Source: an optimization exercise on an open RTL-to-GDS flow (aim: small area and a short achievable clock period). Production flows keep margins and buffers that such runs may drop. Where RTL was checked, it was by simulation tests only, not by an equivalence proof against the original. No activity file was given, so power comes from the tool's default toggle rates.

run A:
Design note_sequencer, start of the top module:
module note_sequencer #(
  parameter int DEPTH     = 64,
  parameter int DUR_W     = 16,
  parameter int TICK_DIV  = 16,
  parameter int DEB_TICKS = 10
) (
  input  logic                         clk,
  input  logic                         rst_n,
  input  logic [4:0]                   key_code,
  input  logic                         rec_n,
  input  logic                         play_n,
  input  logic                         stop_n,
  output logic [4:0]                   note_out,
  output logic [1:0]                   state_out,
  output logic                         full,
  output logic [$clog2(DEPTH+1)-1:0]   evt_count
);
  localparam int CW  = $clog2(DEPTH+1);
  localparam int AW  = (DEPTH > 1) ? $clog2(DEPTH) : 1;
  localparam int TW  = (TICK_DIV > 1) ? $clog2(TICK_DIV) : 1;
  localparam int DBW = $clog2(DEB_TICKS+1);
  localparam int EW  = 5 + DUR_W;
  localparam int RL  = DEPTH - 2;            
  localparam logic [4:0] SILENCE = 5'b11111;
  typedef enum logic [1:0] {S_IDLE = 2'b00, S_REC = 2'b01, S_PLAY = 2'b10} state_t;
  state_t            state;
  logic [4:0]        key_s1, key_s2;
  logic [2:0]        btn_s1, btn_s2;
  logic [2:0]        press;
  logic              stop_p, rec_p, play_p;
  logic [TW-1:0]     tick_cnt;
  logic              tick;
  logic [4:0]        cand, stable;
  logic [DBW-1:0]    deb_cnt, deb_next;
  logic              chg;
  logic [4:0]        note_n;                 
  logic [DUR_W-1:0]  dur, dur_plus, dur_m, dur_step, dur_nx;
  ...
Size in the first run: ~2400 cells after synthesis, roughly 25 I/O pins, ~37000 µm² of cells after synthesis.
clock: 5.0 ns
lec_check: 0
cap_margin: 20
core_margin: 2
core_utilization: 60
cts_cluster_diameter: 60
cts_cluster_size: 25
setup_slack_margin: 2.5
slew_margin: 20
run.sh (not shown) runs the stock make flow with config.mk's settings and CLKGATE_MAP_FILE= SYNTH_SCRIPT=/design/flow/synth_recipe.tcl, a recipe that flattens the netlist after the stock synthesis.
[inputs] run B vs run A
Settings: a change of CTS_CLUSTER_SIZE from 25 to 30; a change of CTS_CLUSTER_DIAMETER from 60 to 80.
--- outcome ---
Delta (run B minus run A): core utilization now sits lower; area taken by multi-input logic gates increased by 0.76% relative to the old numbers; clock share of power went down 2.8 points. Compared with run A, run B shows a higher fill cell total of the finished layout. Both conditions hold for run B: the flow ran to the end and the final layout passed the timing, DRC and antenna checks. Leakage power: run B lower than run A. Compared run B against run A; average vias per placed instance within noise.
Setup changes, run B to run C
Settings: removing CTS_CLUSTER_DIAMETER (formerly 80); removing CTS_CLUSTER_SIZE (formerly 30); changing SETUP_SLACK_MARGIN from 2.5 to 2.9.
==> comparison <==
- Compared with run B, run C shows length of routed met3 wiring higher by 35%.
- Any difference in fraction of standard cell area in multi-input logic between run C and run B is small enough to ignore.
- Run C against run B: clock tree buffer count of the final layout went up; wire length of the first global-routing pass went up.
- Diff run B -> run C: first-pass detailed-route iteration total went up, detailed router's first-iteration violation count went up by 27%.
- The share of layout cells above drive strength 1 in run C sits 11 points above the value recorded for run B.
- Final instance area: run C worse than run B
- When run C is set beside run B, its relative area change from synthesis to final layout turns out to be 12 points larger.
- The number of cells on the critical path number comes out lower for run C vs run B.
[inputs] run D vs run C
Settings: a change of SETUP_SLACK_MARGIN from 2.9 to 2.5.
### Flow results
Actual slew at the worst max-slew pin: higher on run C
Summary of the comparison: global-route usage is lower in run D, relative to run C.
Delta (run D minus run C): final design instance area without fill went down by 3.9%, final cell count went down by 106.
Sequential cell area: run C vs run D — no meaningful difference
Run D ends up with lower number of buffers other than clock buffers in the final layout than run C does.
The die area was comparable across run C and run D.
NOTE routability congestion estimate from global placement run C->run D decreased by more than 10%
Run D ended with less detailed-route wire length per cell than run C.
Diff run C..run D | largest net degree at the start of global routing | unchanged
Route | run D vs run C | wire shorter in run D
No run of this note included a check of the RTL's function; only the layout flow was run.

========
note_sequencer, a different RTL version from the one above (not shown whole).
For scale: about 1500 flip-flops, ~25 I/O pins, ~0.037 sq mm of cells after synthesis.
clock: 5.0 ns
lec_check: 0
cap_margin: 20
core_margin: 2
core_utilization: 60
cts_cluster_diameter: 80
cts_cluster_size: 30
place_density: 0.8
setup_slack_margin: 2.7
slew_margin: 20
The baseline passed the timing, DRC and antenna checks.
Next try:
--- a/flow/config.mk
+++ b/flow/config.mk
@@ -10,5 +10,5 @@
 export CORE_UTILIZATION = 60
+export CTS_BUF_LIST = sky130_fd_sc_hd__clkbuf_16 sky130_fd_sc_hd__clkbuf_8
 export CTS_CLUSTER_DIAMETER = 80
 export CTS_CLUSTER_SIZE = 30
-export PLACE_DENSITY = 0.8
 export SETUP_SLACK_MARGIN = 2.7
- die area is unchanged
- via count decreases by 2.8%
- non-clock buffer count increases by 13
- final area increases by 0.61%
- critical path depth does not change
- setup slack gains 0.025 ns
- first-iteration DRC count decreases by 21%
- synthesized area is unchanged
- combinational power increases by about 3%
Next try:
--- a/flow/config.mk
+++ b/flow/config.mk
@@ -10,5 +10,4 @@
 export CORE_UTILIZATION = 60
-export CTS_BUF_LIST = sky130_fd_sc_hd__clkbuf_16 sky130_fd_sc_hd__clkbuf_8
-export CTS_CLUSTER_DIAMETER = 80
-export CTS_CLUSTER_SIZE = 30
+export CTS_CLUSTER_DIAMETER = 60
+export CTS_CLUSTER_SIZE = 20
 export SETUP_SLACK_MARGIN = 2.7
What happened: The changed run finished with timing, DRC and antenna clean. Via count climbs slightly. Total power came out higher by a little under a tenth. Core utilization came out higher by 1.3 points. Maximum frequency stays flat.
Next try:
--- a/flow/config.mk
+++ b/flow/config.mk
@@ -10,5 +10,5 @@
 export CORE_UTILIZATION = 60
-export CTS_CLUSTER_DIAMETER = 60
-export CTS_CLUSTER_SIZE = 20
-export SETUP_SLACK_MARGIN = 2.7
+export CTS_CLUSTER_DIAMETER = 80
+export CTS_CLUSTER_SIZE = 30
+export SETUP_SLACK_MARGIN = 2.65
 export SLEW_MARGIN = 20
What happened: The changed run went through all stages and came out clean; combinational power went down by about 2%; synthesized cell count does not change; synthesized area does not change; final cell count went down by about 1.2%; power went down by about 7%.

[re-timing with driven ports]
Ports are ideal in the flow. The routed layouts listed here were re-timed in OpenROAD. Step 1 (the two cells are an assumption about what drives the block):
set clk [get_ports {clk}]
set_driving_cell -lib_cell sky130_fd_sc_hd__clkbuf_16 $clk
set_driving_cell -lib_cell sky130_fd_sc_hd__buf_2 [delete_from_list [all_inputs] $clk]
Step 2 also shifts input and output timing later by t, the mid clock arrival at the registers, as if the neighbouring blocks saw the same clock. Three values: no drivers, after step 1, after step 2; two values: the first two.
run | shift t [ns] | setup slack, ns | worst register clock-pin slew, ns | cell pins on the clock port's net
run A | 0.678 | 2.489 / 2.476 / 2.489 | 0.09 / 0.09 | 1
run B | 0.710 | 2.535 / 2.481 / 2.535 | 0.11 / 0.11 | 1
run C | 0.758 | 2.568 / 2.568 / 2.568 | 0.07 / 0.07 | 1
run D | 0.753 | 2.524 / 2.488 / 2.524 | 0.07 / 0.07 | 1
the first run of note 2 | 0.710 | 2.690 / 2.631 / 2.762 | 0.11 / 0.11 | 1
the second run of note 2 | 0.702 | 2.715 / 2.653 / 2.748 | 0.12 / 0.12 | 1
the third run of note 2 | 0.696 | 2.714 / 2.653 / 2.759 | 0.08 / 0.08 | 1
the fourth run of note 2 | 0.696 | 2.710 / 2.651 / 2.756 | 0.11 / 0.11 | 1
After both steps setup and hold are still met in every run listed.
